What follows belongs to an exercise in optimizing a design on an open flow for small area; a production flow would make more cautious choices.
Only simulation tests tie the RTL to the original design; equivalence was not proved.
No activity file was given, so power comes from the tool's default toggle rates.

===== flow/design.v =====
module gshare_predictor #(
    parameter int HISTORY_BITS = 8,
    parameter int BTB_ENTRIES  = 16
) (
    input  logic                    clk,
    input  logic                    rst,
    input  logic                    fetch_valid,
    input  logic                    fetch_fire,
    input  logic [31:0]             fetch_pc,
    output logic                    pred_valid,
    output logic                    pred_taken,
    output logic [31:0]             pred_target,
    output logic [HISTORY_BITS-1:0] pred_index,
    input  logic                    commit_valid,
    input  logic                    commit_pred_valid,
    input  logic [HISTORY_BITS-1:0] commit_index,
    input  logic                    commit_taken,
    input  logic [31:0]             commit_pc,
    input  logic [31:0]             commit_target,
    input  logic                    flush
);
    localparam int BI          = $clog2(BTB_ENTRIES);
    localparam int PHT_ENTRIES = 1 << HISTORY_BITS;
    localparam int TAG_W       = 32 - BI - 2;
    function automatic logic [1:0] sat_update(input logic [1:0] ctr, input logic taken);
        logic [1:0] res;
        if (taken) begin
            if (ctr == 2'b11) res = ctr;
            else              res = ctr + 2'b01;
        end else begin
            if (ctr == 2'b00) res = ctr;
            else              res = ctr - 2'b01;
        end
        sat_update = res;
    endfunction
    logic [1:0]              pht_r        [0:PHT_ENTRIES-1];
    logic [BTB_ENTRIES-1:0]  btb_valid_r;
    logic [TAG_W-1:0]        btb_tag_r    [0:BTB_ENTRIES-1];
    logic [31:0]             btb_target_r [0:BTB_ENTRIES-1];
    logic [HISTORY_BITS-1:0] spec_ghr_r;
    logic [HISTORY_BITS-1:0] arch_ghr_r;
    logic [HISTORY_BITS-1:0] idx_s;
    logic [BI-1:0]           fetch_set_s;
    logic [TAG_W-1:0]        fetch_tag_s;
    logic                    hit_s;
    logic [1:0]              ctr_s;
    logic [HISTORY_BITS-1:0] arch_next_s;
    logic [BI-1:0]           commit_set_s;
    logic [TAG_W-1:0]        commit_tag_s;
    logic                    unused_s;
    assign unused_s     = ^{fetch_pc[1:0], commit_pc[1:0]};
    assign commit_set_s = commit_pc[BI+1:2];
    assign commit_tag_s = commit_pc[31:BI+2];
    always_comb begin
        fetch_set_s = fetch_pc[BI+1:2];
        fetch_tag_s = fetch_pc[31:BI+2];
        idx_s       = fetch_pc[HISTORY_BITS+1:2] ^ spec_ghr_r;
        hit_s       = btb_valid_r[fetch_set_s] && (btb_tag_r[fetch_set_s] == fetch_tag_s);
        ctr_s       = pht_r[idx_s];
    end
    always_comb begin
        pred_valid  = 1'b0;
        pred_taken  = 1'b0;
        pred_target = 32'h0000_0000;
        pred_index  = {HISTORY_BITS{1'b0}};
        if (fetch_valid) begin
            pred_valid = hit_s;
            pred_taken = hit_s & ctr_s[1];
            pred_index = idx_s;
        end else begin
            pred_valid = 1'b0;
            pred_taken = 1'b0;
            pred_index = {HISTORY_BITS{1'b0}};
        end
        if (hit_s) begin
            pred_target = btb_target_r[fetch_set_s];
        end else begin
            pred_target = 32'h0000_0000;
        end
    end
    always_comb begin
        arch_next_s = arch_ghr_r;
        if (commit_valid && commit_pred_valid) begin
            arch_next_s = {arch_ghr_r[HISTORY_BITS-2:0], commit_taken};
        end else begin
            arch_next_s = arch_ghr_r;
        end
    end
    always_ff @(posedge clk or posedge rst) begin
        if (rst) begin
            spec_ghr_r <= {HISTORY_BITS{1'b0}};
            arch_ghr_r <= {HISTORY_BITS{1'b0}};
        end else begin
            arch_ghr_r <= arch_next_s;
            if (flush) begin
                spec_ghr_r <= arch_next_s;
            end else if (fetch_fire && pred_valid) begin
                spec_ghr_r <= {spec_ghr_r[HISTORY_BITS-2:0], pred_taken};
            end else begin
                spec_ghr_r <= spec_ghr_r;
            end
        end
    end
    always_ff @(posedge clk or posedge rst) begin
        if (rst) begin
            for (int i = 0; i < PHT_ENTRIES; i++) begin
                pht_r[i] <= 2'b01;
            end
        end else if (commit_valid) begin
            pht_r[commit_index] <= sat_update(pht_r[commit_index], commit_taken);
        end else begin
            pht_r[commit_index] <= pht_r[commit_index];
        end
    end
    always_ff @(posedge clk or posedge rst) begin
        if (rst) begin
            btb_valid_r <= {BTB_ENTRIES{1'b0}};
            for (int i = 0; i < BTB_ENTRIES; i++) begin
                btb_tag_r[i]    <= {TAG_W{1'b0}};
                btb_target_r[i] <= 32'h0000_0000;
            end
        end else if (commit_valid && commit_taken) begin
            btb_valid_r[commit_set_s]  <= 1'b1;
            btb_tag_r[commit_set_s]    <= commit_tag_s;
            btb_target_r[commit_set_s] <= commit_target;
        end else begin
            btb_valid_r <= btb_valid_r;
        end
    end
endmodule

===== flow/run.sh =====
#!/bin/bash
# synth_recipe.tcl (not shown) runs the flow's synth.tcl, then flattens the netlist and writes it again
# the make line also repeats each setting of config.mk as NAME=value (left out here)
make -C /OpenROAD-flow-scripts/flow DESIGN_CONFIG=/design/flow/config.mk WORK_HOME=/design/flow/orfs CLKGATE_MAP_FILE= SYNTH_SCRIPT=/design/flow/synth_recipe.tcl finish

===== flow/config.mk =====
export PLATFORM = sky130hd
export DESIGN_NAME = gshare_predictor
export DESIGN_NICKNAME = gshare_predictor
export VERILOG_FILES = /design/flow/design.v
export SDC_FILE = /design/flow/constraint.sdc
export NUM_CORES = 4
export LEC_CHECK = 0
export CAP_MARGIN = 20
export CORE_MARGIN = 2
export CORE_UTILIZATION = 40
export SETUP_SLACK_MARGIN = 0.3
export SLEW_MARGIN = 20

===== flow/constraint.sdc =====
create_clock -name core_clock -period 7.0 [get_ports {clk}]
set_input_delay 1.4000 -clock core_clock [delete_from_list [all_inputs] [get_ports {clk}]]
set_output_delay 1.4000 -clock core_clock [all_outputs]
set_load 0.01 [all_outputs]

==> results of run 1 <==
registers in the layout (all words and copies together) (netlist names):
name and count:
btb_target_r 512, pht_r 512, btb_tag_r 416, btb_valid_r 16, arch_ghr_r 8, spec_ghr_r 8
per-layer routing:
layer  up-vias  GRT usage (%)
li1      24200              -
met1     29900           44.3
met2      2663           53.4
met3       822           6.01
met4        12           21.0
met5         -              0
power by group through the flow:
stage	combinational [mW]	sequential [mW]	clock (mW)
floorplan	2.66	10.7	0
global placement	4.37	11.0	0
detailed placement	4.45	11.1	0
CTS	4.53	11.0	8.96
global route	4.87	11.1	9.33
finish	4.60	11.0	8.85
path summary, 6_finish.rpt:
| path | depth (start not counted) | start | end |
|---|---|---|---|
| min in group asynchronous | 2 | rst | pht_r[75][1]$_DFFE_PP0N_ |
| max in group asynchronous | 4 | rst | btb_target_r[10][5]$_DFFE_PP0P_ |
| worst max-delay path | 13 | fetch_pc[9] | pred_taken |
| worst min register to register | 1 | btb_valid_r[6]$_DFFE_PP0P_ | btb_valid_r[6]$_DFFE_PP0P_ |
| worst max register to register | 15 | pht_r[179][0]$_DFFE_PP1N_ | pht_r[54][0]$_DFFE_PP1N_ |
| worst min-delay path | 1 | btb_valid_r[6]$_DFFE_PP0P_ | btb_valid_r[6]$_DFFE_PP0P_ |
cell usage in the layout, fill, tap and decap left out, types with 15 or more instances in the layout:
cell	synthesis	routed
clkinv_2	0	34
o22ai_1	100	98
o211ai_1	22	22
o21ai_1	57	57
nand2_1	870	869
nor2_1	121	99
nor4_1	73	34
o21ai_0	441	441
clkdlybuf4s50_1	0	129
buf_12	11	91
nor4bb_4	0	17
nand4_1	100	100
o32ai_1	20	17
mux2i_1	22	22
clkbuf_8	0	41
a22oi_1	340	340
clkbuf_16	0	164
a22o_1	107	107
nor2b_1	28	26
a21oi_1	113	113
dfrtp_1	1216	1216
clkbuf_1	383	40
nand3_1	318	314
xor2_1	28	20
o21ai_2	100	100
a31oi_1	27	27
a32oi_1	16	16
nand3b_1	15	15
a222oi_1	50	50
nor4_2	0	32
nor3_1	31	31
mux2_2	957	957
buf_4	5	415
dfstp_2	256	256
inv_1	18	16
a221oi_1	95	95
and3_1	22	22
cell families after synthesis:
| family | count (synthesis) |
|---|---|
| buf+inv | 589 |
| flops | 1472 |
| xor+xnor | 47 |
| compound gates | 1592 |
| simple gates | 1696 |
| fa+ha+maj | 6 |
| mux | 985 |
what timing repair did:
action	CTS	global route
hold endpoints to repair	0	0
pin swaps	5	5
endpoints found under the setup margin	34	34
gates resized for setup	34	31
setup buffers	13	6
cloned	1	1
per-stage QoR:
stage                     cells  hold slack, ps  cell area [um2]
after global routing       9114             476            84000
final                      9119             457            84000
after global placement     8784             433            77900
after floorplan            6387             423            70300
after detailed placement   8784             442            77900
after CTS                  9103             456            83700
critical path: stages:
cell	delay (ps)
clkdlybuf4s50_1	640
xor2_2	210
buf_12	200
nor4_2	90
buf_4	230
a222oi_1	420
nor2_1	80
or4_1	450
nor4_2	370
and4_2	340
o211ai_1	140
and3_1	200
clkdlybuf4s50_1	480
final cells by class:
class                           instances  area share [%]
Clock buffer                          244            5.71
Multi-Input combinational cell       4326            37.8
Inverter                               19          0.0939
Timing Repair Buffer                  663            7.78
Clock inverter                         61           0.893
Sequential cell                      1472            44.3
Tap cell                             2325            3.46
Antenna cell                            9          0.0268
==> metrics.md, run 1 <==
| Metric | Value |
|---|---|
| Status | complete, no violations |
| Leakage | 34.7 nW |
| CP Class | in2out |
| Worst reg-to-reg setup slack | 2410 ps |
| Final Total Pwr | 24.5 mW |
| Synth Area in Adders | 0.103% |
| Place WS | -365 ps |
| Crit start category | input pin |
| Avg Vias per Cell | between 6 and 7 |
| First-pass GRT wire length | between 400000 and 500000 um |
| Critical Path RT | 5600 ps |
| Area grow syn2layout | 19.5% |
| Drt drc | 0 |
| Relative slew slack | 10.9% |
| Number of fill cells | 15900 |
| Syn Inst Count | around 6400 |
| Synth top area cells | dfrtp_1 43%, mux2_2 15%, dfstp_2 9.6% |
| Worst setup margin | 341 ps |
| CP Capture Type | output pin |
| Main combinational cell family by area after synthesis | multiplexers |
| Fin crit share | 95.1% |
| Die span in x | 423 um |
| Share of layout cells above drive strength 1 | 33.4% |
| Initial Util | 40.3% |
| VDD IR max | roughly 230 uV |
| Syn Area/Cell | 11.0 um2 |
| Worst-path clk slew | 60 ps |
| Yosys cell types | 87 |
| All-Layer GR Usage | 34.2% |
| Detailed Place HPWL | 212000 um |
| Fraction of registers with async set/reset | 100% |
| Worst hold path class | reg2reg |
| Most frequent cell after synthesis | dfrtp_1 |
| Clock Power Share | 36.2% |
| Cell-internal power | 17.1 mW |
| Final RePlAce weighted congestion | 1.06 |
| RSZ-0062 raised after global routing | yes |
| Final Hold Vio Count | 0 |
| Dominant cell type by area after synthesis | dfrtp_1 |
| Synthesized Nets | 6504 |
| Met2 routed WL | 141000 um |
| Post-synth EDFFs | 0 |
| Final Util | 48.2% |
| Synthesis-stage register bit count | 1472 |
| Pwr/cell area | 291 nW/um2 |
| Switching pwr | around 7.4 mW |
| Row count | 153 |
| Routed len/inst | 34.1 um |
| Fin nets | 6761 |
| Clock root buffer | clkbuf_16 |
| Register area share after synthesis | around 53% |
| Sequential share of power | 45.0% |
| GRT overflow | 0 |
| CP arrival | 5260 ps |
| Synth Cell Area | 70300 um2 |
| Crit path time final | 6660 ps |
| Clock Latency Late Sink | 840 ps |
| Compound-Gate Fraction of Synth Area | approximately 16% |
| Post-Synth Simple-Gate Area | 11.4% |
| Post-Synth XOR/XNOR Area | 0.586% |
| Vias | 57600 |
| Combinational power share | 18.8% |
| Maxcap violations | 0 |
| Sw frac | 30.2% |
| Die ar. | 179000 um2 |
| Maximum fanout along the worst path | 22 |
| Final wirelength | 311000 um |
| Synthesis Warnings | 4 |
| Top post-synthesis cells by count | 1216 x dfrtp_1, 957 x mux2_2, 870 x nand2_1 |
| Antenna violations before repair | 16 |
| Slew Viols, Final | 0 |
| CTS tree | built |
| Vias in the first global route | 57100 |
| I/O Buffers | 149 |
| Met3 wire length | 21700 um |
| Clock Tree Buf Depth | 3 |
| Die Ht | 423 um |
| H-tree level count | 4 |
| Fmax | 0.150 GHz |
| Top-area cell type share of the netlist area | 43.3% |
| Wl on met1 | 125000 um |
| Core Area | 174000 um2 |
| I/O pins | around 150 |
| TritonRoute pass-1 iters | 8 |
| DR top layer | met5 |
| Final setup viols | 0 |
| DRT iter0 DRCs | 6361 |
| Worst slew pin tran | 1330 ps |
| FF+latch area | approximately 37000 um2 |
| Hold buffers post-CTS | 0 |
| Clock Sink Count | 1472 |
| TritonCTS buffer count | roughly 160 |
| DRT antenna net count | 0 |
| Main synth FF type | dfrtp_1 |
| Pin count of the biggest net entering global routing | 144 |
| Post-synthesis mux area share | 15.8% |
| Multi-input gate area | 31700 um2 |
| Setup TNS Final | 0 ps |
| Clock Skew | approximately 68 ps |
==> inputs of run 2 (changes only) <==
==> flow/design.v (replaced) <==
module gshare_predictor #(
    parameter int HISTORY_BITS = 8,
    parameter int BTB_ENTRIES  = 16
) (
    input  logic                    clk,
    input  logic                    rst,
    input  logic                    fetch_valid,
    input  logic                    fetch_fire,
    input  logic [31:0]             fetch_pc,
    output logic                    pred_valid,
    output logic                    pred_taken,
    output logic [31:0]             pred_target,
    output logic [HISTORY_BITS-1:0] pred_index,
    input  logic                    commit_valid,
    input  logic                    commit_pred_valid,
    input  logic [HISTORY_BITS-1:0] commit_index,
    input  logic                    commit_taken,
    input  logic [31:0]             commit_pc,
    input  logic [31:0]             commit_target,
    input  logic                    flush
);
    localparam int BI          = $clog2(BTB_ENTRIES);
    localparam int PHT_ENTRIES = 1 << HISTORY_BITS;
    localparam int TAG_W       = 32 - BI - 2;
    logic [PHT_ENTRIES-1:0]  pht_dir_r;
    logic [PHT_ENTRIES-1:0]  pht_str_r;
    logic [BTB_ENTRIES-1:0]  btb_valid_r;
    logic [TAG_W-1:0]        btb_tag_r    [0:BTB_ENTRIES-1];
    logic [31:0]             btb_target_r [0:BTB_ENTRIES-1];
    logic [HISTORY_BITS-1:0] spec_ghr_r;
    logic [HISTORY_BITS-1:0] arch_ghr_r;
    logic [HISTORY_BITS-1:0] idx_s;
    logic [BI-1:0]           fetch_set_s;
    logic [TAG_W-1:0]        fetch_tag_s;
    logic                    hit_s;
    logic [HISTORY_BITS-1:0] arch_next_s;
    logic [BI-1:0]           commit_set_s;
    logic [TAG_W-1:0]        commit_tag_s;
    logic                    unused_s;
    assign unused_s     = ^{fetch_pc[1:0], commit_pc[1:0]};
    assign commit_set_s = commit_pc[BI+1:2];
    assign commit_tag_s = commit_pc[31:BI+2];
    assign fetch_set_s = fetch_pc[BI+1:2];
    assign fetch_tag_s = fetch_pc[31:BI+2];
    assign idx_s       = fetch_pc[HISTORY_BITS+1:2] ^ spec_ghr_r;
    assign hit_s       = btb_valid_r[fetch_set_s] && (btb_tag_r[fetch_set_s] == fetch_tag_s);
    assign pred_valid  = fetch_valid & hit_s;
    assign pred_taken  = fetch_valid & hit_s & pht_dir_r[idx_s];
    assign pred_index  = fetch_valid ? idx_s : {HISTORY_BITS{1'b0}};
    assign pred_target = hit_s ? btb_target_r[fetch_set_s] : 32'h0000_0000;
    assign arch_next_s = (commit_valid && commit_pred_valid) ?
                         {arch_ghr_r[HISTORY_BITS-2:0], commit_taken} : arch_ghr_r;
    always_ff @(posedge clk or posedge rst) begin
        if (rst) begin
            spec_ghr_r <= {HISTORY_BITS{1'b0}};
            arch_ghr_r <= {HISTORY_BITS{1'b0}};
        end else begin
            arch_ghr_r <= arch_next_s;
            if (flush) begin
                spec_ghr_r <= arch_next_s;
            end else if (fetch_fire && pred_valid) begin
                spec_ghr_r <= {spec_ghr_r[HISTORY_BITS-2:0], pred_taken};
            end
        end
    end
    always_ff @(posedge clk or posedge rst) begin
        if (rst) begin
            pht_dir_r <= {PHT_ENTRIES{1'b0}};
            pht_str_r <= {PHT_ENTRIES{1'b0}};
        end else begin
            for (int i = 0; i < PHT_ENTRIES; i++) begin
                if (commit_valid && commit_index == i) begin
                    pht_str_r[i] <= (commit_taken == pht_dir_r[i]);
                    if (!pht_str_r[i]) pht_dir_r[i] <= commit_taken;
                end
            end
        end
    end
    always_ff @(posedge clk or posedge rst) begin
        if (rst) begin
            btb_valid_r <= {BTB_ENTRIES{1'b0}};
        end else if (commit_valid && commit_taken) begin
            btb_valid_r[commit_set_s] <= 1'b1;
        end
    end
    always_ff @(posedge clk) begin
        if (commit_valid && commit_taken) begin
            btb_tag_r[commit_set_s]    <= commit_tag_s;
            btb_target_r[commit_set_s] <= commit_target;
        end
    end
endmodule
--- a/flow/config.mk
+++ b/flow/config.mk
@@ -7,6 +7,8 @@
 export LEC_CHECK = 0
 export CAP_MARGIN = 20
 export CORE_MARGIN = 2
-export CORE_UTILIZATION = 40
+export CORE_UTILIZATION = 60
+export CTS_CLUSTER_DIAMETER = 60
+export CTS_CLUSTER_SIZE = 32
 export SETUP_SLACK_MARGIN = 0.3
 export SLEW_MARGIN = 20
==> metrics.md, run 2 <==
| Metric | Value |
|---|---|
| Status | complete, no violations |
| Critical Path RT | 5600 ps (about the same) |
| Clock Skew | 28.5 ps (-39.5 ps) |
| Area grow syn2layout | 12.2% |
| Row count | 118 (-23%) |
| Final Util | 68.1% (+20 points) |
| Final RePlAce weighted congestion | 0.777 (-27%) |
| Pwr/cell area | 263 nW/um2 (-9.6%) |
| CP Class | in2out |
| Worst hold path class | reg2reg |
| Post-Place Cell Area | 66300 um2 (-15%) |
| H-tree level count | 3 (-1) |
| Biggest register | btb_target_r |
| Worst slew pin tran | 1050 ps (-275 ps) |
| Fmax | 0.152 GHz (+0.91%) |
| Die Ht | 328 um (-22%) |
| DRT antenna net count | 0 (unchanged) |
| Final Hold Vio Count | 0 (unchanged) |
| TritonRoute pass-1 iters | 7 (-1) |
| Critical path's slowest cell | clkdlybuf4s50_1 |
| Fin nets | 4066 (-40%) |
| Maxcap violations | 0 (unchanged) |
| Synthesis Warnings | 1 (-3) |
| Post-synth EDFFs | 928 (+928) |
| Fraction of registers with async set/reset | 37.0% (-63 points) |
| Top post-synthesis cells by count | 928 x edfxtp_1, 544 x dfrtp_1, 324 x mux4_2 |
| Clock Latency Late Sink | 740 ps (-100 ps) |
| Dominant cell type by area after synthesis | edfxtp_1 |
| Critical path's largest stage delay | 590 ps (-50 ps) |
| Synth top area cells | edfxtp_1 44%, dfrtp_1 22%, mux4_2 12% |
| Antenna violations before repair | 10 (-6) |
| Vias in the first global route | 35700 (-38%) |
| Hold slack | 456 ps (-0.654 ps) |
| Relative slew slack | 29.9% (+19 points) |
| Synth Cell Area | 63000 um2 (-10%) |
| Commonest non-fill, non-tap cell in the layout | edfxtp_1 |
| Detailed Place HPWL | 85000 um (-60%) |
| Yosys cell types | 56 (-36%) |
| Routed len/inst | 27.2 um (-20%) |
| Number of flip-flops in the largest register | 512 |
| Top-area cell type share of the netlist area | 44.2% (+0.96 points) |
| Final setup viols | 0 (unchanged) |
| Final wirelength | 148000 um (-53%) |
| Fin crit share | 94.3% (-0.86 points) |
| CTS tree | built |
| Crit path time final | 6600 ps (-60.1 ps) |
| Synthesized Nets | 3984 (-39%) |
| Commonest cells after routing, fill and taps aside | 928 x edfxtp_1, 544 x dfrtp_1, 324 x mux4_2 |
| Syn Inst Count | 3867 (-39%) |
| Initial Util | 60.7% (+20 points) |
| First-pass GRT wire length | 223000 um (-49%) |
| Die span in x | 328 um (-22%) |
| Core Area | 104000 um2 (-40%) |
| I/O Buffers | 149 (unchanged) |
| Fin area | 70600 um2 (-16%) |
| Slew Viols, Final | 0 (unchanged) |
| Maximum fanout along the worst path | 27 (+23%) |
| RSZ-0062 raised after global routing | no |
| Die ar. | 108000 um2 (-40%) |
| Setup TNS Final | 0 ps (unchanged) |
| Clock Tree Buf Depth | 3 (unchanged) |
| Syn Area/Cell | 16.3 um2 (+48%) |
| Crit start category | input pin |
| DRT iter0 DRCs | 3038 (-52%) |
| Pin count of the biggest net entering global routing | 188 (+31%) |
| I/O pins | 154 (unchanged) |
| Register area share after synthesis | 65.9% (+13 points) |
| Synthesis-stage register bit count | 1472 (unchanged) |
| All-Layer GR Usage | 27.8% (-6.4 points) |
| Leakage | 26.1 nW (-25%) |
| Drt drc | 0 (unchanged) |
| Avg Vias per Cell | 6.44 (+1.9%) |
| Hold buffers post-CTS | 0 (unchanged) |
| Share of layout cells above drive strength 1 | 24.2% (-9.2 points) |
| Main synth FF type | edfxtp_1 |
| Worst-path clk slew | 80 ps (+20 ps) |
| Top Registers | btb_target_r: 512 flops, btb_tag_r: 416 flops |
| Vias | 35000 (-39%) |
| VDD IR max | 274 uV (+21%) |
| CP arrival | 5200 ps (-60 ps) |
| GRT overflow | 0 (unchanged) |
| TritonCTS buffer count | 113 (-30%) |
| Clock Sink Count | 1472 (unchanged) |
| CP Capture Type | output pin |
| Clock root buffer | clkbuf_16 |
| Most frequent cell after synthesis | edfxtp_1 |
| Crit-path cells | clkbuf_8, mux4_2, mux2i_1, o22ai_1, mux2_2, or4_4, nor4_4, buf_4, nand2_1, nor3_1, clkdlybuf4s50_1 |
==> run 2: cell count changes after synthesis, sizes merged, moves of 252 or more <==
cell | before | now
edfxtp | 0 | 928
nand2 | 870 | 63
mux2 | 957 | 268
dfrtp | 1216 | 544
a22oi | 341 | 11
mux4 | 6 | 329
o21ai | 598 | 275
nand3 | 318 | 39
dfstp | 256 | 0
o31ai | 5 | 257
==> run 2: timing repair <==
action,in CTS,in global routing
gates resized for setup,1,4
setup buffers,0,1
cloned,0,1
pin swaps,0,1
endpoints found under the hold margin,0,0
endpoints found under the setup margin,1,15
==> run 2: cell families after synthesis <==
logic type,synth area share (%)
fa+ha+maj,0.0993
simple gates,3.95
flops,65.9
buf+inv,2.13
xor+xnor,4.21
mux,17.7
compound gates,6.09
==> run 2: path summary, 6_finish.rpt <==
kind                                        startpoint  depth (start not counted)  slack [ps]                     endpoint
max in group asynchronous                          rst                          4        4310   pht_dir_r[167]$_DFFE_PP0P_
hold / removal             btb_valid_r[13]$_DFFE_PP0P_                          1         460  btb_valid_r[13]$_DFFE_PP0P_
hold reg to reg            btb_valid_r[13]$_DFFE_PP0P_                          1         460  btb_valid_r[13]$_DFFE_PP0P_
setup reg to reg            btb_tag_r[14][8]$_DFFE_PP_                         11        3130    spec_ghr_r[0]$_DFFE_PP0P_
min in group asynchronous                          rst                          2        1120   pht_dir_r[195]$_DFFE_PP0P_
setup / recovery                           fetch_pc[3]                         11         400                   pred_taken
==> run 2: cell type report <==
type	count	area, um2
repair buffers	282	2850
diodes	5	12.5
well taps	1380	1730
flip-flops and latches	1472	41500
multi-input cells	2068	20400
clock inverters	93	1270
inverters	12	51.3
clock buffers	121	2890
fillers	6783	33200
==> run 2: where the power goes <==
group | switching (mW) | leakage (nW) | internal [mW]
Sequential | 0.165 | 15.8 | 9.52
Clock | 3.50 | 2.01 | 3.54
Combinational | 1.10 | 8.33 | 0.774
==> run 2: routing by layer <==
| layer | vias to the layer above | track usage, % | wire length (um) |
|---|---|---|---|
| li1 | 15300 | - | - |
| met1 | 18500 | 37.6 | 59700 |
| met2 | 973 | 47.7 | 75900 |
| met3 | 212 | 4.24 | 8400 |
| met4 | 12 | 7.43 | 3470 |
| met5 | - | 0 | 73 |
==> run 2: stage by stage <==
| stage | power (mW) | setup WS (ps) | cells |
|---|---|---|---|
| detailed placement | 11.7 | 272 | 5208 |
| finish | 18.6 | 401 | 5433 |
| global route | 19.2 | 310 | 5431 |
| CTS | 18.7 | 310 | 5422 |
| floorplan | 11.0 | -1800 | 3867 |
| global placement | 11.7 | 351 | 5207 |
==> run 2: worst max-delay path, delay by kind of cell <==
family	cells	cell delay (ps)
AOI/OAI and AO/OA	1	140
muxes	3	1190
buffers and inverters	3	1130
and+or+nand+nor	4	1310
==> inputs of run 3 (changes only) <==
--- a/flow/config.mk
+++ b/flow/config.mk
@@ -7,8 +7,6 @@
 export LEC_CHECK = 0
 export CAP_MARGIN = 20
 export CORE_MARGIN = 2
-export CORE_UTILIZATION = 60
-export CTS_CLUSTER_DIAMETER = 60
-export CTS_CLUSTER_SIZE = 32
+export CORE_UTILIZATION = 40
 export SETUP_SLACK_MARGIN = 0.3
 export SLEW_MARGIN = 20
==> metrics.md, run 3 <==
| Metric | Value |
|---|---|
| Leakage | 26.5 nW (+1.5%) |
| Routed len/inst | 24.4 um (-10%) |
| Core Area | 156000 um2 (+50%) |
| Slew Viols, Final | 0 (unchanged) |
| Most frequent cell after synthesis | edfxtp_1 |
| Yosys cell types | 56 (unchanged) |
| Clock Skew | 33.7 ps (+5.21 ps) |
| Clock Power Share | 41.1% (+3.2 points) |
| Worst slew pin tran | 1060 ps (+11.4 ps) |
| Clock Tree Buf Depth | 3 (unchanged) |
| I/O pins | 154 (unchanged) |
| Clock Latency Late Sink | 790 ps (+50 ps) |
| Antenna violations before repair | 18 (+8) |
| Fin nets | 4101 (+0.86%) |
| Placed insts | 5883 (+13%) |
| Combinational power share | 9.7% (-0.4 points) |
| Die Ht | 401 um (+22%) |
| Detailed Place HPWL | 82800 um (-2.6%) |
| Switching pwr | 4.81 mW (+0.85%) |
| Clock Sink Count | 1472 (unchanged) |
| Biggest register | btb_target_r |
| Top-area cell type share of the netlist area | 44.2% (unchanged) |
| Non-filler instance count after layout | 6171 (+14%) |
| Final RePlAce weighted congestion | 0.732 (-5.7%) |
| Syn Area/Cell | 16.3 um2 (unchanged) |
| I/O Buffers | 149 (unchanged) |
| Share of layout cells above drive strength 1 | 24.0% (-0.24 points) |
| Main synth FF type | edfxtp_1 |
| Vias in the first global route | 34500 (-3.3%) |
| Row count | 145 (+23%) |
| Post-Place Cell Area | 67200 um2 (+1.4%) |
| PostCTS Resize Cnt | 3 (+2) |
| Fmax | 0.153 GHz (+0.66%) |
| Pin count of the biggest net entering global routing | 180 (-4.3%) |
| Area grow syn2layout | 14.9% |
| Synthesis-stage register bit count | 1472 (unchanged) |
| Die ar. | 161000 um2 (+49%) |
| Top Registers | btb_target_r: 512 flops, btb_tag_r: 416 flops |
| VDD IR max | 209 uV (-24%) |
| Status | complete, no violations |
| Vias | 34500 (-1.3%) |
| Top post-synthesis cells by count | 928 x edfxtp_1, 544 x dfrtp_1, 324 x mux4_2 |
| Avg Vias per Cell | 5.59 (-13%) |
| CP arrival | 5160 ps (-40 ps) |
| Dominant cell type by area after synthesis | edfxtp_1 |
| CP Class | in2out |
| Sw frac | 24.4% (-1.2 points) |
| Crit path time final | 6560 ps (-43.6 ps) |
| DRT iter0 DRCs | 2842 (-6.5%) |
| Relative slew slack | 29.1% (-0.76 points) |
| DRT antenna net count | 0 (unchanged) |
| GRT overflow | 0 (unchanged) |
| Synthesized Nets | 3984 (unchanged) |
| Setup Buffers After CTS | 0 (unchanged) |
| Cell-internal power | 14.9 mW (+7.7%) |
| H-tree level count | 4 (+1) |
| Pwr/cell area | 272 nW/um2 (+3.4%) |
| Worst hold path class | reg2reg |
| Commonest non-fill, non-tap cell in the layout | edfxtp_1 |
| Fin crit share | 93.6% (-0.62 points) |
| Drt drc | 0 (unchanged) |
| Commonest cells after routing, fill and taps aside | 928 x edfxtp_1, 544 x dfrtp_1, 324 x mux4_2 |
| Hold buffers post-CTS | 0 (unchanged) |
| First-pass GRT wire length | 226000 um (+1.2%) |
| Sequential share of power | 49.2% (-2.9 points) |
| TritonRoute pass-1 iters | 5 (-2) |
| Register area share after synthesis | 65.9% (unchanged) |
| Final wirelength | 151000 um (+2.1%) |
| CTS tree | built |
| Syn Inst Count | 3867 (unchanged) |
| RSZ-0062 raised after global routing | no |
| TritonCTS buffer count | 157 (+39%) |
| Final Total Pwr | 19.7 mW (+5.9%) |
| Synth Cell Area | 63000 um2 (unchanged) |
| Crit start category | input pin |
| Final setup viols | 0 (unchanged) |
| Maximum fanout along the worst path | 30 (+11%) |
| Worst-path clk slew | 60 ps (-20 ps) |
| Fin area | 72300 um2 (+2.4%) |
| Maxcap violations | 0 (unchanged) |
| Fraction of registers with async set/reset | 37.0% (unchanged) |
| Synthesis Warnings | 1 (unchanged) |
| Clock root buffer | clkbuf_16 |
| Number of flip-flops in the largest register | 512 (unchanged) |
| CP Capture Type | output pin |
| Synth top area cells | edfxtp_1 44%, dfrtp_1 22%, mux4_2 12% |
| All-Layer GR Usage | 18.7% (-9.1 points) |
| Die span in x | 401 um (+22%) |
| Critical Path RT | 5600 ps (about the same) |
| Post-synth EDFFs | 928 (unchanged) |
| Initial Util | 40.3% (-20 points) |
| Final Hold Vio Count | 0 (unchanged) |
## run 3: cell type report
type                       count  area (um2)
antenna                        4        10.0
clock buffer                 216        4320
clock inverter                68         737
fill                       13300       83900
inverter                      12        51.3
multi-input combinational   2068       20400
sequential                  1472       41500
tap                         2058        2570
timing repair buffer         273        2790
## run 3: stage by stage
stage	hold WS [ps]	setup slack, ps	TNS (ps)	utilization (%)
floorplan	423	-1800	-979160	-
global placement	436	225	0	43.0
detailed placement	443	217	0	43.0
CTS	456	311	0	46.3
global route	468	298	0	46.3
finish	454	445	0	46.3
## run 3: cell families (layout without fill, tap and decap cells)
family	after synthesis	in the layout	synth area share, %
xor+xnor	303	303	4.21
flops	1472	1472	65.9
simple gates	495	495	3.95
mux	664	664	17.7
buf+inv	327	569	2.13
other cells	0	4	0
compound gates	601	601	6.09
fa+ha+maj	5	5	0.0993
## run 3: layer usage
layer	vias up	global-route usage (%)	part of all wire [%]
met5	-	0	0.078
met4	20	4.60	2.0
met3	221	3.96	5.6
met2	777	31.4	49
met1	18100	24.8	43
li1	15400	-	-
## run 3: power by group through the flow
| stage | clock network [mW] | registers [mW] | logic, mW |
|---|---|---|---|
| floorplan | 0 | 9.82 | 1.16 |
| global placement | 0 | 9.85 | 1.92 |
| detailed placement | 0 | 9.86 | 1.94 |
| CTS | 8.29 | 9.69 | 1.94 |
| global route | 8.64 | 9.72 | 2.07 |
| finish | 8.09 | 9.69 | 1.92 |
## run 3: critical path: stages
cell and delay [ps]:
buf_8 290, buf_12 290, buf_6 310, mux4_2 350, a221oi_1 490, xor2_1 180, nand4_1 160, nor4_4 350
buf_12 220, buf_4 260, and3_1 220, clkdlybuf4s50_1 550
## run 3: worst paths after layout
check | startpoint | to | slack [ps] | cells after the start
worst max-delay path | fetch_pc[3] | pred_target[17] | 440 | 12
worst min-delay path | btb_valid_r[6]$_DFFE_PP0P_ | btb_valid_r[6]$_DFFE_PP0P_ | 450 | 1
worst max register to register | spec_ghr_r[1]$_DFFE_PP0P_ | spec_ghr_r[0]$_DFFE_PP0P_ | 3310 | 10
worst min register to register | btb_valid_r[6]$_DFFE_PP0P_ | btb_valid_r[6]$_DFFE_PP0P_ | 450 | 1
max in group asynchronous | rst | btb_valid_r[9]$_DFFE_PP0P_ | 4640 | 3
min in group asynchronous | rst | pht_str_r[61]$_DFFE_PP0P_ | 1050 | 2
==> inputs of run 4 (changes only) <==
--- a/flow/config.mk
+++ b/flow/config.mk
@@ -8,5 +8,7 @@
 export CAP_MARGIN = 20
 export CORE_MARGIN = 2
 export CORE_UTILIZATION = 40
+export CTS_CLUSTER_DIAMETER = 100
+export CTS_CLUSTER_SIZE = 25
 export SETUP_SLACK_MARGIN = 0.3
 export SLEW_MARGIN = 20
==> metrics.md, run 4 <==
| Metric | Value |
|---|---|
| Status | complete, no violations |
| CP Class | in2out |
| Hold buffers post-CTS | 0 (unchanged) |
| Cell-internal power | 12.3 mW (-17%) |
| Core Area | 156000 um2 (unchanged) |
| DRT iter0 DRCs | 2968 (+4.4%) |
| Commonest non-fill, non-tap cell in the layout | edfxtp_1 |
| Area grow syn2layout | 10.2% |
| Fin crit share | 93.7% (about the same) |
| Synth top area cells | edfxtp_1 44%, dfrtp_1 22%, mux4_2 12% |
| All-Layer GR Usage | 18.3% (-0.35 points) |
| Setup Buffers After CTS | 0 (unchanged) |
| Critical path's largest stage delay | 550 ps (about the same) |
| Maxcap violations | 0 (unchanged) |
| Fin nets | 4014 (-2.1%) |
| Worst R2R Path Depth | 9 (-1) |
| Crit start category | input pin |
| DRT antenna net count | 0 (unchanged) |
| Critical path's slowest cell | clkdlybuf4s50_1 |
| Placed insts | 5883 (unchanged) |
| Clock Sink Count | 1472 (unchanged) |
| Most frequent cell after synthesis | edfxtp_1 |
| CP arrival | 5160 ps (about the same) |
| Bufs and invs on worst path | 6 (unchanged) |
| Clock Tree Buf Depth | 3 (unchanged) |
| FF-to-FF Start | btb_tag_r[1][15]$_DFFE_PP_ |
| I/O Buffers | 149 (unchanged) |
| CP Capture Type | output pin |
| Dominant cell type by area after synthesis | edfxtp_1 |
| Slew Viols, Final | 0 (unchanged) |
| Critical Path RT | 5600 ps (about the same) |
| H-tree level count | 3 (-1) |
| Synth Cell Area | 63000 um2 (unchanged) |
| Switching pwr | 4.09 mW (-15%) |
| VDD IR max | 255 uV (+22%) |
| Final Util | 44.4% (-1.9 points) |
| Crit-path most repeated cell | buf_12 |
| Drt drc | 0 (unchanged) |
| Main synth FF type | edfxtp_1 |
| Row count | 145 (unchanged) |
| GRT overflow | 0 (unchanged) |
| Combinational power share | 11.7% (+2.0 points) |
| Crit-path leading delay family | buffers and inverters |
| Synthesis Warnings | 1 (unchanged) |
| CTS tree | built |
| Die Ht | 401 um (unchanged) |
| Final RePlAce weighted congestion | 0.732 (unchanged) |
| Fmax | 0.152 GHz (about the same) |
| Detailed Place HPWL | 82800 um (unchanged) |
| Non-filler instance count after layout | 5995 (-2.9%) |
| Clock root buffer | clkbuf_16 |
| Relative slew slack | 28.8% (-0.39 points) |
| Worst hold path class | reg2reg |
| Sw frac | 25.0% (+0.56 points) |
| Worst reg-to-reg setup slack | 3320 ps (about the same) |
| Number of flip-flops in the largest register | 512 (unchanged) |
| Synthesized Nets | 3984 (unchanged) |
| Routed len/inst | 24.8 um (+1.6%) |
| RSZ-0062 raised after global routing | no |
| TritonRoute pass-1 iters | 5 (unchanged) |
| Initial Util | 40.3% (unchanged) |
| Hold_sp | btb_valid_r[7]$_DFFE_PP0P_ |
| Sequential share of power | 59.1% (+9.9 points) |
| Vias in the first global route | 33500 (-2.7%) |
| Synthesis-stage register bit count | 1472 (unchanged) |
| Commonest cells after routing, fill and taps aside | 928 x edfxtp_1, 544 x dfrtp_1, 324 x mux4_2 |
| Share of layout cells above drive strength 1 | 21.6% (-2.4 points) |
| Place WS | 217 ps (unchanged) |
| Fraction of registers with async set/reset | 37.0% (unchanged) |
| Maximum fanout along the worst path | 30 (unchanged) |
| Pin count of the biggest net entering global routing | 180 (unchanged) |
| Vias | 33700 (-2.2%) |
| Post-synth EDFFs | 928 (unchanged) |
| Clock Power Share | 29.2% (-12 points) |
| Pwr/cell area | 236 nW/um2 (-13%) |
| Top-area cell type share of the netlist area | 44.2% (unchanged) |
| Die span in x | 401 um (unchanged) |
| Avg Vias per Cell | 5.63 (+0.63%) |
| TritonCTS buffer count | 70 (-55%) |
| Syn Area/Cell | 16.3 um2 (unchanged) |
| Register area share after synthesis | 65.9% (unchanged) |
| Die ar. | 161000 um2 (unchanged) |
| Clock Skew | 31.1 ps (-2.57 ps) |
| Worst-path clk slew | 90 ps (+30 ps) |
| Leakage | 25.1 nW (-5.5%) |
| Final Hold Vio Count | 0 (unchanged) |
| Hold Path Sink | btb_valid_r[7]$_DFFE_PP0P_ |
| Worst setup margin | 442 ps (-2.54 ps) |
| Top Registers | btb_target_r: 512 flops, btb_tag_r: 416 flops |
| Yosys cell types | 56 (unchanged) |
| Antenna violations before repair | 19 (+1) |
| Final setup viols | 0 (unchanged) |
| Final wirelength | 149000 um (-1.3%) |
| Hold depth | 1 (unchanged) |
| Crit-path cells | buf_8, buf_12, buf_6, mux4_2, a221oi_1, xor2_1, nand4_1, nor4_4, buf_12, buf_4, and3_1, clkdlybuf4s50_1 |
| Biggest register | btb_target_r |
| Syn Inst Count | 3867 (unchanged) |
| Worst slew pin tran | 1070 ps (+5.79 ps) |
| Top post-synthesis cells by count | 928 x edfxtp_1, 544 x dfrtp_1, 324 x mux4_2 |
| Clock Latency Late Sink | 710 ps (-80 ps) |
| First-pass GRT wire length | 222000 um (-1.5%) |
| I/O pins | 154 (unchanged) |
| Crit path time final | 6560 ps (+2.54 ps) |
| FF-to-FF End | spec_ghr_r[0]$_DFFE_PP0P_ |
## run 4: cell count changes in the layout (fill, tap and decap cells not counted), moves of 4 or more
cell / change
clkinv_2: -21
clkinv_1: -22
clkinv_8: -4
clkbuf_16: -87
clkinv_16: -4
bufinv_16: -4
clkbuf_1: -17
clkbuf_8: -15
## run 4: stage by stage
stage	instance area [um2]	setup TNS (ps)	total power, mW	hold WS [ps]
2_1_floorplan	63000	-979160	11.0	423
4_1_cts	69400	0	16.6	466
5_1_grt	69400	0	17.0	479
3_3_place_gp	67200	0	11.8	436
6_report	69400	0	16.4	464
3_5_place_dp	67200	0	11.8	443
## run 4: what timing repair did
item,4_1_cts,5_1_grt
endpoints found under the setup margin,12,12
gates resized for setup,3,2
hold endpoints to repair,0,0
## run 4: kinds of logic after synthesis
group                    Yosys count  synth area share (%)
multiplexers                     664                  17.7
adder cells (fa/ha/maj)            5                0.0993
buffers and inverters            327                  2.13
AND/OR/NAND/NOR                  495                  3.95
XOR/XNOR                         303                  4.21
flip-flops                      1472                  65.9
AO/OA/AOI/OAI                    601                  6.09
## run 4: per-layer routing
metal	GRT usage, %	part of all wire, %	vias up
met5	0	0.087	-
met4	3.42	1.6	22
met3	3.25	4.9	158
met2	31.3	50	648
met1	24.8	43	17800
li1	-	-	15100
## run 4: power by group through the flow
| stage | sequential, mW | combinational, mW | clock [mW] |
|---|---|---|---|
| 2_1_floorplan | 9.82 | 1.16 | 0 |
| 3_3_place_gp | 9.85 | 1.92 | 0 |
| 3_5_place_dp | 9.86 | 1.94 | 0 |
| 4_1_cts | 9.68 | 1.94 | 4.94 |
| 5_1_grt | 9.71 | 2.07 | 5.24 |
| 6_report | 9.67 | 1.92 | 4.79 |
## run 4: worst max-delay path by stage
stage                           start                 endpoint  slack [ps]  cells after the start
after floorplan                   rst  arch_ghr_r[0]$_DFF_PP0_       -1800                      1
after global placement    fetch_pc[3]           pred_target[0]         220                     11
after detailed placement  fetch_pc[3]          pred_target[17]         220                     12
after CTS                 fetch_pc[2]          pred_target[17]         300                     12
after global routing      fetch_pc[3]           pred_target[0]         300                     12
final                     fetch_pc[3]          pred_target[17]         440                     12
## run 4: layout make-up
| cell class | instances | area (um2) |
|---|---|---|
| diodes | 3 | 7.51 |
| clock buffers | 97 | 1870 |
| clock inverters | 12 | 230 |
| fillers | 13600 | 86800 |
| inverters | 12 | 51.3 |
| multi-input cells | 2068 | 20400 |
| flip-flops and latches | 1472 | 41500 |
| well taps | 2058 | 2570 |
| repair buffers | 273 | 2790 |
## run 4: worst register-to-register path: stages, from the launching register on
cell,delay [ps]
edfxtp_1,360
mux4_1,560
mux4_2,500
xor2_1,190
or4_4,520
nor4_4,380
buf_12,260
nand4_4,340
mux2i_1,210
mux2_2,260
==> inputs of run 5 (changes only) <==
--- a/flow/config.mk
+++ b/flow/config.mk
@@ -9,6 +9,6 @@
 export CORE_MARGIN = 2
 export CORE_UTILIZATION = 40
 export CTS_CLUSTER_DIAMETER = 100
-export CTS_CLUSTER_SIZE = 25
+export CTS_CLUSTER_SIZE = 28
 export SETUP_SLACK_MARGIN = 0.3
 export SLEW_MARGIN = 20
==> metrics.md, run 5 <==
| Metric | Value |
|---|---|
| Detailed Place HPWL | 82800 um (unchanged) |
| FF+latch area | 41500 um2 (unchanged) |
| Synth Cell Area | 63000 um2 (unchanged) |
| Crit-path most repeated cell | buf_12 |
| Grt met1 use | 24.8% (-0.036 points) |
| DRT iter0 DRCs | 2949 (-0.64%) |
| Syn Inst Count | 3867 (unchanged) |
| Final RePlAce weighted congestion | 0.732 (unchanged) |
| Clock Sink Count | 1472 (unchanged) |
| Clock Tree Buf Depth | 3 (unchanged) |
| Main synth FF type | edfxtp_1 |
| Post-synth EDFFs | 928 (unchanged) |
| Crit. path cell count | 12 (unchanged) |
| First-pass GRT wire length | 222000 um (-0.21%) |
| Clock Latency Late Sink | 760 ps (+50 ps) |
| Final setup viols | 0 (unchanged) |
| All-Layer GR Usage | 18.2% (-0.12 points) |
| Yosys cell types | 56 (unchanged) |
| Fmax | 0.152 GHz (about the same) |
| Hold buffers post-CTS | 0 (unchanged) |
| RSZ-0062 raised after global routing | no |
| Area grow syn2layout | 9.75% |
| Synth top area cells | edfxtp_1 44%, dfrtp_1 22%, mux4_2 12% |
| Status | complete, no violations |
| Worst hold path class | reg2reg |
| Critical path's largest stage delay | 560 ps (about the same) |
| Met2 Track Usage GR | 31.2% (-0.10 points) |
| Top-area cell type share of the netlist area | 44.2% (unchanged) |
| Hold depth | 1 (unchanged) |
| Number of fill cells | 13600 (+0.12%) |
| CP startpoint | fetch_pc[3] |
| Number of flip-flops in the largest register | 512 (unchanged) |
| Commonest non-fill, non-tap cell in the layout | edfxtp_1 |
| Relative slew slack | 28.9% (+0.18 points) |
| Maxcap violations | 0 (unchanged) |
| Synthesis Warnings | 1 (unchanged) |
| GR peak layer | met2 |
| Crit-path leading delay family | buffers and inverters |
| Initial Util | 40.3% (unchanged) |
| FF-to-FF Start | spec_ghr_r[1]$_DFFE_PP0P_ |
| Pin count of the biggest net entering global routing | 180 (unchanged) |
| Final wirelength | 149000 um (-0.11%) |
| Post-Place Cell Area | 67200 um2 (unchanged) |
| Final Util | 44.2% (-0.16 points) |
| Compound-Gate Fraction of Synth Area | 6.09% (unchanged) |
| Worst slew pin tran | 1070 ps (-2.64 ps) |
| Post-Synth XOR/XNOR Area | 4.21% (unchanged) |
| Avg Vias per Cell | 5.64 (+0.24%) |
| Main combinational cell family by area after synthesis | multiplexers |
| Most frequent cell after synthesis | edfxtp_1 |
| H-tree level count | 2 (-1) |
| CTS tree | built |
| Top post-synthesis cells by count | 928 x edfxtp_1, 544 x dfrtp_1, 324 x mux4_2 |
| GRT overflow | 0 (unchanged) |
| Drt drc | 0 (unchanged) |
| CP Class | in2out |
| Biggest register | btb_target_r |
| I/O pins | 154 (unchanged) |
| Register area share after synthesis | 65.9% (unchanged) |
| Leakage | 24.9 nW (-0.52%) |
| Hold_sp | btb_valid_r[7]$_DFFE_PP0P_ |
| Die ar. | 161000 um2 (unchanged) |
| Clock root buffer | clkbuf_16 |
| Crit start category | input pin |
| Routed len/inst | 24.8 um (about the same) |
| Core Area | 156000 um2 (unchanged) |
| Post-Synth Simple-Gate Area | 3.95% (unchanged) |
| TritonCTS buffer count | 60 (-14%) |
| Post-synthesis mux area share | 17.7% (unchanged) |
| Dominant cell type by area after synthesis | edfxtp_1 |
| Worst R2R Path Depth | 11 (+2) |
| Bufs and invs on worst path | 6 (unchanged) |
| Synthesis-stage register bit count | 1472 (unchanged) |
| Setup Buffers After CTS | 0 (unchanged) |
| Top Registers | btb_target_r: 512 flops, btb_tag_r: 416 flops |
| Pwr/cell area | 232 nW/um2 (-1.7%) |
| Row count | 145 (unchanged) |
| Crit path time final | 6560 ps (+4.02 ps) |
| Hold slack | 467 ps (+2.22 ps) |
| Commonest cells after routing, fill and taps aside | 928 x edfxtp_1, 544 x dfrtp_1, 324 x mux4_2 |
| Fraction of registers with async set/reset | 37.0% (unchanged) |
| Maximum fanout along the worst path | 30 (unchanged) |
| Fin area | 69100 um2 (-0.37%) |
| Vias in the first global route | 33500 (-0.26%) |
| Final Hold Vio Count | 0 (unchanged) |
| PostCTS Resize Cnt | 3 (unchanged) |
| Placed insts | 5883 (unchanged) |
| Synth Area in Adders | 0.0993% (unchanged) |
| I/O Buffers | 149 (unchanged) |
| CP Capture Type | output pin |
| TritonRoute pass-1 iters | 5 (unchanged) |
| Vias | 33800 (+0.17%) |
| Share of layout cells above drive strength 1 | 21.4% (-0.25 points) |
| Syn Area/Cell | 16.3 um2 (unchanged) |
| Synthesized Nets | 3984 (unchanged) |
| GR Util met3 | 2.86% (-0.39 points) |
| DRT antenna net count | 0 (unchanged) |
| VDD IR max | 275 uV (+7.7%) |
| CP arrival | 5160 ps (about the same) |
| Slew Viols, Final | 0 (unchanged) |
| Clock Skew | 67.2 ps (+36.1 ps) |
| Multi-input gate area | 20400 um2 (unchanged) |
| Die Ht | 401 um (unchanged) |
| Fin nets | 4004 (-0.25%) |
| Die span in x | 401 um (unchanged) |
| Crit-path cells | buf_8, buf_12, buf_6, mux4_2, a221oi_1, xor2_1, nand4_1, nor4_4, buf_12, buf_4, and3_1, clkdlybuf4s50_1 |
| Non-filler instance count after layout | 5991 (-0.067%) |
| Critical Path RT | 5600 ps (about the same) |
| Fin crit share | 93.7% (about the same) |
| Worst-path clk slew | 110 ps (+20 ps) |
| Antenna violations before repair | 19 (unchanged) |
| Critical path's slowest cell | clkdlybuf4s50_1 |
-- run 5: layout make-up --
class,instances,share of cell area (%)
clock buffers,93,2.37
diodes,4,0.0145
clock inverters,11,0.302
multi-input cells,2068,29.5
flip-flops and latches,1472,60.0
well taps,2058,3.73
inverters,12,0.0742
repair buffers,273,4.04
-- run 5: kinds of logic after synthesis --
kind of cell / after synthesis
AO/OA/AOI/OAI: 601
AND/OR/NAND/NOR: 495
buffers and inverters: 327
flip-flops: 1472
adder cells (fa/ha/maj): 5
XOR/XNOR: 303
multiplexers: 664
-- run 5: report_power, final --
| part | switching (mW) | internal, mW | leakage [nW] |
|---|---|---|---|
| Clock | 2.73 | 1.72 | 0.873 |
| Combinational | 1.12 | 0.792 | 8.27 |
| Sequential | 0.159 | 9.52 | 15.8 |
| Total | 4.01 | 12.0 | 24.9 |
-- run 5: path summary, 6_finish.rpt --
| check | end | slack, ps |
|---|---|---|
| worst min-delay path | btb_valid_r[7]$_DFFE_PP0P_ | 470 |
| max in group asynchronous | btb_valid_r[9]$_DFFE_PP0P_ | 4620 |
| worst min register to register | btb_valid_r[7]$_DFFE_PP0P_ | 470 |
| min in group asynchronous | pht_str_r[61]$_DFFE_PP0P_ | 1070 |
| worst max-delay path | pred_target[17] | 440 |
| worst max register to register | spec_ghr_r[0]$_DFFE_PP0P_ | 3320 |
-- run 5: metrics by stage --
step | setup slack [ps] | power, mW | TNS (ps)
after floorplan | -1800 | 11.0 | -979160
after global placement | 225 | 11.8 | 0
after detailed placement | 217 | 11.8 | 0
after CTS | 307 | 16.2 | 0
after global routing | 304 | 16.7 | 0
final | 438 | 16.0 | 0
-- run 5: routing by layer --
metal / share of wire (%) / wire [um]
met1: 43 / 64600
met2: 50 / 74200
met3: 4.7 / 6930
met4: 1.8 / 2750
met5: 0.094 / 140
==> inputs of run 6 (changes only) <==
==> flow/config.mk (replaced) <==
export PLATFORM = sky130hd
export DESIGN_NAME = gshare_predictor
export DESIGN_NICKNAME = gshare_predictor
export VERILOG_FILES = /design/flow/design.v
export SDC_FILE = /design/flow/constraint.sdc
export NUM_CORES = 4
export LEC_CHECK = 0
export CAP_MARGIN = 10
export CORE_MARGIN = 2
export CORE_UTILIZATION = 40
export CTS_CLUSTER_DIAMETER = 100
export CTS_CLUSTER_SIZE = 28
export SETUP_SLACK_MARGIN = 0.0
export SLEW_MARGIN = 10
==> metrics.md, run 6 <==
| Metric | Value |
|---|---|
| Antenna violations before repair | 22 (+3) |
| H-tree level count | 2 (unchanged) |
| Fraction of registers with async set/reset | 37.0% (unchanged) |
| Final setup viols | 0 (unchanged) |
| Critical path's slowest cell | or4_4 |
| Critical path's largest stage delay | 590 ps (+30 ps) |
| Setup Buffers After CTS | 0 (unchanged) |
| Top-area cell type share of the netlist area | 44.2% (unchanged) |
| DRT antenna net count | 0 (unchanged) |
| RSZ-0062 raised after global routing | no |
| Syn Area/Cell | 16.3 um2 (unchanged) |
| Place WS | 384 ps (+167 ps) |
| FF+latch area | 41500 um2 (unchanged) |
| Synth Cell Area | 63000 um2 (unchanged) |
| Pwr/cell area | 231 nW/um2 (-0.37%) |
| Die Ht | 401 um (unchanged) |
| Synthesis-stage register bit count | 1472 (unchanged) |
| Core Area | 156000 um2 (unchanged) |
| Synthesis Warnings | 1 (unchanged) |
| Final wirelength | 149000 um (+0.26%) |
| Top Registers | btb_target_r: 512 flops, btb_tag_r: 416 flops |
| Routed len/inst | 24.9 um (+0.27%) |
| Vias in the first global route | 33200 (-0.81%) |
| Vias | 33900 (+0.21%) |
| Maximum fanout along the worst path | 34 (+13%) |
| Share of layout cells above drive strength 1 | 21.6% (+0.29 points) |
| Worst-path clk slew | 110 ps (about the same) |
| Clock Sink Count | 1472 (unchanged) |
| Fin nets | 4015 (+0.27%) |
| Die ar. | 161000 um2 (unchanged) |
| Worst setup margin | 456 ps (+18.0 ps) |
| Synth top area cells | edfxtp_1 44%, dfrtp_1 22%, mux4_2 12% |
| Fmax | 0.153 GHz (+0.27%) |
| PostCTS Resize Cnt | 0 (-3) |
| Crit-path cells | clkbuf_8, buf_12, buf_12, mux2i_1, a221oi_1, o21ai_0, mux2i_1, or4_4, nor4_4, buf_12, and3_1, buf_4, clkdlybuf4s50_1 |
| Number of fill cells | 13600 (-0.23%) |
| Avg Vias per Cell | 5.65 (+0.23%) |
| Register area share after synthesis | 65.9% (unchanged) |
| Setup TNS Final | 0 ps (unchanged) |
| Fin crit share | 93.5% (-0.26 points) |
| Bufs and invs on worst path | 6 (unchanged) |
| Number of flip-flops in the largest register | 512 (unchanged) |
| Post-Place Cell Area | 67300 um2 (about the same) |
| I/O pins | 154 (unchanged) |
| Yosys cell types | 56 (unchanged) |
| All-Layer GR Usage | 18.2% (+0.022 points) |
| Slew Viols, Final | 0 (unchanged) |
| Worst slew pin tran | 1190 ps (+120 ps) |
| Crit path time final | 6540 ps (-18.0 ps) |
| Pin count of the biggest net entering global routing | 170 (-5.6%) |
| Top post-synthesis cells by count | 928 x edfxtp_1, 544 x dfrtp_1, 324 x mux4_2 |
| GRT overflow | 0 (unchanged) |
| Final RePlAce weighted congestion | 0.753 (+2.9%) |
| Drt drc | 0 (unchanged) |
| Multi-input gate area | 20400 um2 (about the same) |
| First-pass GRT wire length | 221000 um (-0.25%) |
| Biggest register | btb_target_r |
| Final Hold Vio Count | 0 (unchanged) |
| Initial Util | 40.3% (unchanged) |
| Row count | 145 (unchanged) |
| TritonCTS buffer count | 61 (+1.7%) |
| Area grow syn2layout | 9.81% (about the same) |
| Clock Latency Late Sink | 750 ps (about the same) |
| I/O Buffers | 149 (unchanged) |
| Final Util | 44.3% (about the same) |
| Clock Tree Buf Depth | 3 (unchanged) |
| Maxcap violations | 0 (unchanged) |
| Clock root buffer | clkbuf_16 |
| CP Capture Type | output pin |
| Crit-path leading delay family | buffers and inverters |
| Syn Inst Count | 3867 (unchanged) |
| Post-synth EDFFs | 928 (unchanged) |
| Final Total Pwr | 16.0 mW (-0.33%) |
| Detailed Place HPWL | 83200 um (+0.45%) |
| Critical Path RT | 5600 ps (about the same) |
| Clock Skew | 68.4 ps (+1.19 ps) |
| TritonRoute pass-1 iters | 5 (unchanged) |
| DRT iter0 DRCs | 2685 (-9.0%) |
| Crit-path most repeated cell | buf_12 |
| Commonest non-fill, non-tap cell in the layout | edfxtp_1 |
| Crit start category | input pin |
| Die span in x | 401 um (unchanged) |
| Most frequent cell after synthesis | edfxtp_1 |
| Status | complete, no violations |
| Synthesized Nets | 3984 (unchanged) |
| Dominant cell type by area after synthesis | edfxtp_1 |
| CP arrival | 5140 ps (-20 ps) |
| Commonest cells after routing, fill and taps aside | 928 x edfxtp_1, 544 x dfrtp_1, 324 x mux4_2 |
| Leakage | 25.0 nW (+0.13%) |
| Fin area | 69200 um2 (about the same) |
| Relative slew slack | 20.5% (-8.4 points) |
| VDD IR max | 251 uV (-8.8%) |
| Hold buffers post-CTS | 0 (unchanged) |
| CP Class | in2out |
| Worst hold path class | reg2reg |
| Main synth FF type | edfxtp_1 |
| CTS tree | built |
-- run 6: cell count changes in the layout (fill, tap and decap cells not counted), sizes merged --
cell | previous run | this run
bufinv | 2 | 1
buf | 129 | 138
clkbuf | 94 | 83
clkinv | 5 | 7
-- run 6: path summary, 6_finish.rpt --
kind	depth (start not counted)	endpoint	slack, ps	start
min reg2reg	1	btb_valid_r[6]$_DFFE_PP0P_	460	btb_valid_r[6]$_DFFE_PP0P_
max	13	pred_target[31]	460	fetch_pc[3]
min in group asynchronous	2	pht_str_r[74]$_DFFE_PP0P_	1110	rst
min	1	btb_valid_r[6]$_DFFE_PP0P_	460	btb_valid_r[6]$_DFFE_PP0P_
max in group asynchronous	4	pht_str_r[42]$_DFFE_PP0P_	4350	rst
max reg2reg	10	spec_ghr_r[0]$_DFFE_PP0P_	3180	spec_ghr_r[2]$_DFFE_PP0P_
-- run 6: logic make-up after synthesis --
group / after synthesis / synth area share [%]
AND/OR/NAND/NOR: 495 / 3.95
flip-flops: 1472 / 65.9
multiplexers: 664 / 17.7
AO/OA/AOI/OAI: 601 / 6.09
buffers and inverters: 327 / 2.13
XOR/XNOR: 303 / 4.21
adder cells (fa/ha/maj): 5 / 0.0993
-- run 6: worst reg2reg max path: stages (launching register included) --
cell	delay (ps)
dfrtp_1	530
xnor2_2	940
buf_4	410
mux4_2	350
mux2i_1	350
nand2_1	120
a31oi_1	190
o211ai_1	140
nand4_1	280
mux2i_1	130
mux2_2	270
-- run 6: final cells by class --
cell class / count / share of cell area (%)
clock buffer: 81 / 2.33
sequential: 1472 / 60.0
antenna: 4 / 0.0145
inverter: 12 / 0.0742
tap: 2058 / 3.72
multi-input combinational: 2068 / 29.4
clock inverter: 12 / 0.335
timing repair buffer: 283 / 4.11
-- run 6: stage by stage --
stage | std cells | hold WS (ps)
3_3_place_gp | 5893 | 434
2_1_floorplan | 3867 | 423
5_1_grt | 5990 | 482
6_report | 5990 | 464
3_5_place_dp | 5893 | 439
4_1_cts | 5986 | 465
-- run 6: power breakdown --
part,total [mW],switching [mW],internal (mW)
registers,9.67,0.159,9.52
logic,1.88,1.10,0.779
clock network,4.44,2.73,1.71
-- run 6: metal layers --
metal  global-route usage, %  vias to the layer above  share of wire [%]
li1                        -                    15100                  -
met1                    25.2                    17900                 44
met2                    30.6                      707                 49
met3                    2.80                      169                5.0
met4                    4.03                       24                1.9
met5                       0                        -               0.11
==> inputs of run 7 (changes only) <==
==> flow/flow/run.sh (new file) <==
#!/bin/bash
set -euo pipefail
export BUFFER_PORTS_ARGS="-buffer_cell sky130_fd_sc_hd__buf_2"
bash standard.sh > standard.log 2>&1
==> flow/standard.sh (new file) <==
#!/bin/bash
# synth_recipe.tcl (not shown) runs the flow's synth.tcl, then flattens the netlist and writes it again
# the make line also repeats each setting of config.mk as NAME=value (left out here)
make -C /OpenROAD-flow-scripts/flow DESIGN_CONFIG=/design/flow/config.mk WORK_HOME=/design/flow/orfs CLKGATE_MAP_FILE= SYNTH_SCRIPT=/design/flow/synth_recipe.tcl "${@:-finish}"
==> flow/config.mk (replaced) <==
export PLATFORM = sky130hd
export DESIGN_NAME = gshare_predictor
export DESIGN_NICKNAME = gshare_predictor
export VERILOG_FILES = /design/flow/design.v
export SDC_FILE = /design/flow/constraint.sdc
export NUM_CORES = 4
export LEC_CHECK = 0
export CAP_MARGIN = 20
export CORE_MARGIN = 2
export CORE_UTILIZATION = 40
export CTS_CLUSTER_DIAMETER = 100
export CTS_CLUSTER_SIZE = 28
export SETUP_SLACK_MARGIN = 0.3
export SLEW_MARGIN = 20
removed: flow/run.sh
==> metrics.md, run 7 <==
| Metric | Value |
|---|---|
| Synthesis Warnings | 1 (unchanged) |
| TritonCTS buffer count | 60 (-1.6%) |
| Avg Vias per Cell | 5.69 (+0.62%) |
| DRT antenna net count | 0 (unchanged) |
| H-tree level count | 2 (unchanged) |
| Drt drc | 0 (unchanged) |
| Syn Inst Count | 3867 (unchanged) |
| Pin count of the biggest net entering global routing | 199 (+17%) |
| Clock root buffer | clkbuf_16 |
| Yosys cell types | 56 (unchanged) |
| Top-area cell type share of the netlist area | 44.2% (unchanged) |
| Synth Cell Area | 63000 um2 (unchanged) |
| Antenna violations before repair | 35 (+59%) |
| Setup TNS Final | 0 ps (unchanged) |
| Relative slew slack | 24.2% (+3.6 points) |
| Worst setup margin | 642 ps (+186 ps) |
| Register area share after synthesis | 65.9% (unchanged) |
| Setup Buffers After CTS | 0 (unchanged) |
| GRT overflow | 0 (unchanged) |
| I/O pins | 154 (unchanged) |
| RSZ-0062 raised after global routing | no |
| Crit start category | input pin |
| Synthesized Nets | 3984 (unchanged) |
| Main synth FF type | edfxtp_1 |
| Synth top area cells | edfxtp_1 44%, dfrtp_1 22%, mux4_2 12% |
| Detailed Place HPWL | 85000 um (+2.1%) |
| Status | complete, no violations |
| Fin nets | 4004 (-0.27%) |
| DRT iter0 DRCs | 2859 (+6.5%) |
| Vias in the first global route | 33900 (+2.1%) |
| Worst hold path class | reg2reg |
| First-pass GRT wire length | 225000 um (+1.5%) |
| All-Layer GR Usage | 18.4% (+0.19 points) |
| Synthesis-stage register bit count | 1472 (unchanged) |
| Most frequent cell after synthesis | edfxtp_1 |
| Routed len/inst | 25.0 um (+0.38%) |
| Die Ht | 401 um (unchanged) |
| Non-filler instance count after layout | 5979 (-0.18%) |
| TritonRoute pass-1 iters | 7 (+2) |
| Hold buffers post-CTS | 0 (unchanged) |
| Critical Path RT | 5600 ps (about the same) |
| Final wirelength | 149000 um (+0.19%) |
| Initial Util | 40.3% (unchanged) |
| Syn Area/Cell | 16.3 um2 (unchanged) |
| Clock Tree Buf Depth | 3 (unchanged) |
| Share of layout cells above drive strength 1 | 25.0% (+3.4 points) |
| Top Registers | btb_target_r: 512 flops, btb_tag_r: 416 flops |
| Commonest non-fill, non-tap cell in the layout | edfxtp_1 |
| Place WS | 552 ps (+168 ps) |
| VDD IR max | 216 uV (-14%) |
| Number of flip-flops in the largest register | 512 (unchanged) |
| Maximum fanout along the worst path | 45 (+32%) |
| Biggest register | btb_target_r |
| Maxcap violations | 0 (unchanged) |
| Vias | 34000 (+0.44%) |
| Final RePlAce weighted congestion | 0.747 (-0.89%) |
| PostCTS Resize Cnt | 0 (unchanged) |
| Placed insts | 5883 (-0.17%) |
| Worst-path clk slew | 100 ps (about the same) |
| Die span in x | 401 um (unchanged) |
| Final Util | 43.6% (-0.65 points) |
| Die ar. | 161000 um2 (unchanged) |
| Row count | 145 (unchanged) |
| Dominant cell type by area after synthesis | edfxtp_1 |
| Final Hold Vio Count | 0 (unchanged) |
| Leakage | 25.0 nW (about the same) |
| Top post-synthesis cells by count | 928 x edfxtp_1, 544 x dfrtp_1, 324 x mux4_2 |
| CP Capture Type | output pin |
| Fraction of registers with async set/reset | 37.0% (unchanged) |
| Post-synth EDFFs | 928 (unchanged) |
| Clock Skew | 25.6 ps (-42.8 ps) |
| I/O Buffers | 149 (unchanged) |
| Slew Viols, Final | 0 (unchanged) |
| Fin crit share | 90.8% (-2.7 points) |
| CP arrival | 4960 ps (-180 ps) |
| CTS tree | built |
| Pwr/cell area | 232 nW/um2 (+0.44%) |
| Core Area | 156000 um2 (unchanged) |
| Worst slew pin tran | 1140 ps (-48.2 ps) |
| Commonest cells after routing, fill and taps aside | 928 x edfxtp_1, 544 x dfrtp_1, 324 x mux4_2 |
| Area grow syn2layout | 8.20% |
| Crit path time final | 6360 ps (-186 ps) |
| CP Class | in2out |
| Clock Latency Late Sink | 740 ps (about the same) |
| Fmax | 0.157 GHz (+2.9%) |
| Final setup viols | 0 (unchanged) |
| Clock Sink Count | 1472 (unchanged) |
-- run 7: cell counts after synthesis --
Identical to the previous run, type by type.
-- run 7: logic make-up after synthesis --
group                      count (synthesis)  synth area share, %
AOI/OAI and AO/OA                        601                 6.09
xor gates and xnor gates                 303                 4.21
and+or+nand+nor                          495                 3.95
muxes                                    664                 17.7
DFF                                     1472                 65.9
adders and majority gates                  5               0.0993
buffers and inverters                    327                 2.13
-- run 7: power breakdown --
part	internal [mW]	switching, mW
Clock	1.63	2.68
Sequential	9.51	0.159
Combinational	0.724	1.12
Total	11.9	3.96
-- run 7: cell type report --
class	count	area (um2)
Antenna cell	4	10.0
Clock buffer	82	1580
Clock inverter	10	125
Fill cell	13600	88100
Inverter	12	51.3
Multi-Input combinational cell	2068	20400
Sequential cell	1472	41500
Tap cell	2058	2570
Timing Repair Buffer	273	1950
-- run 7: through the flow --
| stage | area [um2] | hold WS (ps) | total power [mW] |
|---|---|---|---|
| after floorplan | 63000 | 423 | 11.0 |
| after global placement | 66400 | 435 | 11.7 |
| after detailed placement | 66400 | 442 | 11.7 |
| after CTS | 68100 | 467 | 16.0 |
| after global routing | 68100 | 481 | 16.4 |
| final | 68100 | 460 | 15.8 |
-- run 7: layer usage --
| metal | vias to the layer above | GRT usage [%] | share of wire (%) |
|---|---|---|---|
| met1 | 18000 | 25.5 | 44 |
| met3 | 193 | 3.51 | 5.7 |
| li1 | 15100 | - | - |
| met2 | 753 | 30.5 | 49 |
| met5 | - | 0 | 0.16 |
| met4 | 40 | 3.89 | 2.0 |
-- run 7: path summary, 6_finish.rpt --
path / startpoint / to / slack (ps) / depth (start not counted)
max: fetch_pc[2] / pred_target[0] / 640 / 7
min: btb_valid_r[5]$_DFFE_PP0P_ / btb_valid_r[5]$_DFFE_PP0P_ / 460 / 1
max reg2reg: btb_tag_r[11][2]$_DFFE_PP_ / spec_ghr_r[0]$_DFFE_PP0P_ / 3330 / 11
min reg2reg: btb_valid_r[5]$_DFFE_PP0P_ / btb_valid_r[5]$_DFFE_PP0P_ / 460 / 1
max in group asynchronous: rst / pht_dir_r[181]$_DFFE_PP0P_ / 4550 / 4
min in group asynchronous: rst / pht_dir_r[55]$_DFFE_PP0P_ / 740 / 2
-- run 7: critical path: stages --
cell and delay (ps):
buf_8 330, buf_4 520, buf_4 800, mux4_2 620
mux4_2 520, and3_1 390, buf_2 240

==> port drivers added, routing unchanged <==
In the flow no input, the clock included, has a driving cell. The finished layouts below were timed again as built, in two steps. Step 1 sets driving cells, clkbuf_16 on the clock port and buf_2 on the other inputs (assumed; they add their load-dependent delay and slew). Step 2 also shifts input and output timing later by t, the mid clock arrival at the registers, as if the neighbouring blocks saw the same clock. Three values: no drivers, after step 1, after step 2; two values: the first two.
run | t (ns) | setup WS [ns] | worst setup path at the end | latest minus earliest clock arrival (ns) | cell pins on the clock port's net
run 1 | 0.894 | 0.341 / 0.309 / 0.102 | input to register | 0.068 / 0.068 | 1
run 2 | 0.792 | 0.401 / 0.352 / 0.352 | input to output | 0.037 / 0.037 | 1
run 3 | 0.853 | 0.445 / 0.391 / 0.391 | input to output | 0.044 / 0.044 | 1
run 4 | 0.772 | 0.442 / 0.388 / 0.388 | input to output | 0.046 / 0.046 | 1
run 5 | 0.802 | 0.438 / 0.384 / 0.384 | input to output | 0.080 / 0.080 | 1
run 6 | 0.784 | 0.456 / 0.419 / 0.419 | input to output | 0.103 / 0.102 | 1
run 7 | 0.788 | 0.642 / 0.572 / 0.572 | input to output | 0.048 / 0.048 | 1
After both steps every run listed still meets setup and hold. The setup slack of run 1, which loses most, moves by -0.032 ns with the drivers and by -0.239 ns with both steps.
